From an optimization exercise on the open Yosys and OpenROAD flow, aimed at small area and a short achievable clock period; shortcuts taken in it are not production practice.
Function was checked by simulation only, so behaviour that the tests miss may differ from the original.

==> flow/design.v <==
package dcm_pkg;
    typedef struct packed {
        logic [7-1:0]   duty;      
        logic [16-1:0] period;    
    } meas_rec_t;
    typedef enum logic [1:0] {
        REG_DATA   = 2'd0,
        REG_STATUS = 2'd1,
        REG_CTRL   = 2'd2
    } reg_addr_t;
endpackage
`timescale 1ns/10ps
module duty_meter #(
    parameter int STYLE = 0      
) (
    input  logic [15:0] rem_in,    
    input  logic [15:0] div_p,     
    input  logic        inc,
    output logic [15:0] rem_out,   
    output logic [3:0]  q          
);
    logic [15:0] r [0:4];
    logic [15:0] a, b, g, p, gg, pp, c, s;
    logic        cin;
    always_comb begin
        r[0] = rem_in;
        cin  = ~inc;
        for (int k = 0; k < 4; k++) begin
            a = {r[k][14:0], 1'b0};
            b = ~div_p;
            p = a ^ b;
            g = a & b;
            g[0] = b[0] & cin;           
            gg = g;
            pp = p;
            if (STYLE == 0) begin
                for (int l = 0; l < 4; l++)
                    for (int i = 0; i < 16; i++)
                        if ((i >> l) & 1) begin
                            gg[i] = gg[i] | (pp[i] & gg[((i >> l) << l) - 1]);
                            pp[i] = pp[i] & pp[((i >> l) << l) - 1];
                        end
            end else if (STYLE == 1) begin
                for (int l = 0; l < 4; l++)
                    for (int i = 0; i < 16; i++)
                        if ((i % (2 << l)) == (2 << l) - 1) begin
                            gg[i] = gg[i] | (pp[i] & gg[i - (1 << l)]);
                            pp[i] = pp[i] & pp[i - (1 << l)];
                        end
                for (int l = 2; l >= 0; l--)
                    for (int i = 0; i < 16; i++)
                        if ((i % (2 << l)) == (1 << l) - 1 && i >= (2 << l)) begin
                            gg[i] = gg[i] | (pp[i] & gg[i - (1 << l)]);
                            pp[i] = pp[i] & pp[i - (1 << l)];
                        end
            end else begin
                for (int i = 1; i < 16; i++) begin
                    gg[i] = gg[i] | (pp[i] & gg[i - 1]);
                end
            end
            c = {gg[14:0], cin};
            s = p ^ c;
            q[3-k] = r[k][15] | gg[15];
            r[k+1] = q[3-k] ? s : a;
        end
        rem_out = r[4];
    end
endmodule
`timescale 1ns/10ps
module dcm_top (
    input  logic        clk,
    input  logic        rst,
    input  logic        sig_in,
    input  logic        wb_cyc,
    input  logic        wb_stb,
    input  logic        wb_we,
    input  logic [1:0]  wb_adr,
    input  logic [31:0] wb_dat_w,
    output logic [31:0] wb_dat_r,
    output logic        wb_ack
);
    localparam int PW = 16;
    localparam int DW = 7;
    localparam int RW = PW + DW;
    localparam int DEPTH = 8;
    logic sig_s1, sig_s2, sig_d;
    always_ff @(posedge clk or negedge rst) begin
        if (!rst) begin
            sig_s1 <= 1'b0;
            sig_s2 <= 1'b0;
            sig_d  <= 1'b0;
        end else begin
            sig_s1 <= sig_in;
            sig_s2 <= sig_s1;
            sig_d  <= sig_s2;
        end
    end
    logic rise;      
    logic pre;       
    assign rise = sig_s2 & ~sig_d;
    assign pre  = sig_s1 & ~sig_s2;
    logic          enable;
    logic          armed;
    logic          push;
    logic [PW-1:0] period_cnt;
    logic [PW-1:0] high_cnt;     
    logic          p_max, h_max;
    logic [PW-1:0] rem4;
    logic [3:0]    qstep;
    logic [3:0]    q_hi;         
    logic [DW-1:0] duty;
    assign p_max = &period_cnt;
    assign h_max = &high_cnt;
    duty_meter #(.STYLE(0)) u_div (
        .rem_in  (high_cnt),
        .div_p   (period_cnt),
        .inc     (pre & ~p_max),
        .rem_out (rem4),
        .q       (qstep)
    );
    assign duty = {q_hi, qstep[3:1]};
    always_ff @(posedge clk) begin
        q_hi <= qstep;
        if (rise)
            period_cnt <= PW'(1);
        else if (!p_max)
            period_cnt <= period_cnt + 1'b1;
        if (rise)
            high_cnt <= PW'(1);      
        else if (pre)
            high_cnt <= rem4;        
        else if (sig_s2 && !h_max)
            high_cnt <= high_cnt + 1'b1;
    end
    always_ff @(posedge clk or negedge rst) begin
        if (!rst) begin
            armed <= 1'b0;
            push  <= 1'b0;
        end else begin
            armed <= enable & (armed | rise);
            push  <= enable & rise & armed;
        end
    end
    logic [RW-1:0] mem [0:DEPTH-1];
    logic [2:0]    wr_ptr, rd_ptr;
    logic [3:0]    count;
    logic          ovf;
    logic          empty, full;
    logic          pop_q, clr_q;
    logic          wen;
    logic [RW-1:0] head;
    assign empty = (count == 4'd0);
    assign full  = count[3];
    assign wen   = rise & (~full | pop_q);
    always_ff @(posedge clk) begin
        for (int i = 0; i < DEPTH; i++)
            if (wen && wr_ptr == 3'(i))
                mem[i] <= {duty, period_cnt};
    end
    always_comb begin
        head = '0;
        for (int i = 0; i < DEPTH; i++)
            head = head | ({RW{rd_ptr == 3'(i)}} & mem[i]);
    end
    always_ff @(posedge clk or negedge rst) begin
        if (!rst) begin
            wr_ptr <= '0;
            rd_ptr <= '0;
            count  <= '0;
            ovf    <= 1'b0;
        end else begin
            if (push && !full)
                wr_ptr <= wr_ptr + 1'b1;
            if (pop_q)
                rd_ptr <= rd_ptr + 1'b1;
            case ({push && !full, pop_q})
                2'b10:   count <= count + 1'b1;
                2'b01:   count <= count - 1'b1;
                default: count <= count;
            endcase
            if (push && full)
                ovf <= 1'b1;
            else if (clr_q)
                ovf <= 1'b0;
        end
    end
    logic req;
    logic a_data, a_stat, a_ctrl;
    logic [25:0] rd_q;
    assign req    = wb_cyc & wb_stb & ~wb_ack;
    assign a_data = (wb_adr == 2'd0);
    assign a_stat = (wb_adr == 2'd1);
    assign a_ctrl = (wb_adr == 2'd2);
    always_ff @(posedge clk or negedge rst) begin
        if (!rst) begin
            wb_ack <= 1'b0;
            pop_q  <= 1'b0;
            clr_q  <= 1'b0;
            enable <= 1'b0;
        end else begin
            wb_ack <= req;
            pop_q  <= req & ~wb_we & a_data & ~empty;
            clr_q  <= req & wb_we & a_stat & wb_dat_w[8];
            if (req && wb_we && a_ctrl)
                enable <= wb_dat_w[0];
        end
    end
    logic dv;
    assign dv = a_data & ~empty;
    always_ff @(posedge clk) begin
        rd_q[25:10] <= dv ? head[15:0] : 16'd0;                  
        rd_q[9]     <= dv;                                       
        rd_q[8]     <= a_stat & empty;
        rd_q[7]     <= a_stat & ovf;
        rd_q[6:4]   <= dv ? head[22:20] : 3'd0;                  
        rd_q[3:1]   <= dv ? head[19:17] : (a_stat ? count[3:1] : 3'd0);
        rd_q[0]     <= dv ? head[16] : (a_stat ? count[0] : (a_ctrl & enable));
    end
    assign wb_dat_r = {rd_q[25:9], 5'd0, rd_q[8:7], 1'b0, rd_q[6:0]};
endmodule
==> flow/config.mk <==
export PLATFORM = sky130hd
export DESIGN_NAME = dcm_top
export DESIGN_NICKNAME = dcm_top
export VERILOG_FILES = /design/flow/design.v
export SDC_FILE = /design/flow/constraint.sdc
export NUM_CORES = 4
export LEC_CHECK = 0
export CAP_MARGIN = 20
export CORE_MARGIN = 2
export CORE_UTILIZATION = 40
export SLEW_MARGIN = 20
==> flow/constraint.sdc <==
create_clock -name core_clock -period 68.0 [get_ports {clk}]
set_input_delay 13.6000 -clock core_clock [delete_from_list [all_inputs] [get_ports {clk}]]
set_output_delay 13.6000 -clock core_clock [all_outputs]
set_load 0.01 [all_outputs]
standard.sh (not shown) runs the stock make flow with config.mk's settings and CLKGATE_MAP_FILE= SYNTH_SCRIPT=/design/flow/synth_recipe.tcl, a recipe that flattens the netlist after the stock synthesis.
==> flow/flow/run.sh <==
#!/bin/bash
# Standard ORFS layout with plain buffers on the ports instead of the delay
# buffers buffer_ports picks by default. Every tool's output is kept in a log
# file in the work folder.
set -euo pipefail
export BUFFER_PORTS_ARGS="-buffer_cell sky130_fd_sc_hd__buf_2"
bash standard.sh > standard.log 2>&1
==> next run, changes <==
--- a/flow/design.v
+++ b/flow/design.v
@@ -109,11 +109,11 @@
     logic [3:0]    qstep;
     logic [3:0]    q_hi;         
     logic [DW-1:0] duty;
     assign p_max = &period_cnt;
     assign h_max = &high_cnt;
-    duty_meter #(.STYLE(0)) u_div (
+    duty_meter #(.STYLE(1)) u_div (
         .rem_in  (high_cnt),
         .div_p   (period_cnt),
         .inc     (pre & ~p_max),
         .rem_out (rem4),
         .q       (qstep)
After rerunning:
- global-route usage stays flat
- cell area rises by 1.5%
- utilization came out higher by 0.45 points
- final cell count shrinks by about 0.8%
- worst setup slack loses 0.024 ns

re-timing with driven ports:
The flow's constraints put no driver on any port. The routed layouts listed below were extracted and timed again, unchanged, in two steps. Step 1 assumes that a clkbuf_16 drives the clock port and a buf_2 every other input. Step 2 moves the port delays by t, midway between the first and last clock arrival at a register: inputs arrive t later, outputs are due t later. That takes back most of the time a late clock gives input paths. Three values: ideal ports, drivers, drivers and shift; two values: the first two.
| run | shift t [ns] | setup slack, ns | slew at the worst register clock pin (ns) | worst data-port slew with drivers (ns) | pins driven straight from the clock port |
|---|---|---|---|---|---|
| the first run | 0.568 | 53.348 / 53.299 / 53.287 | 0.07 / 0.07 | 0.03 | 1 |
| the second run | 0.574 | 53.324 / 53.274 / 53.190 | 0.06 / 0.06 | 0.03 | 1 |
After both steps every run listed still meets setup and hold. For the second run, which loses most, drivers alone change the setup slack by -0.050 ns; drivers and shift together by -0.134 ns.
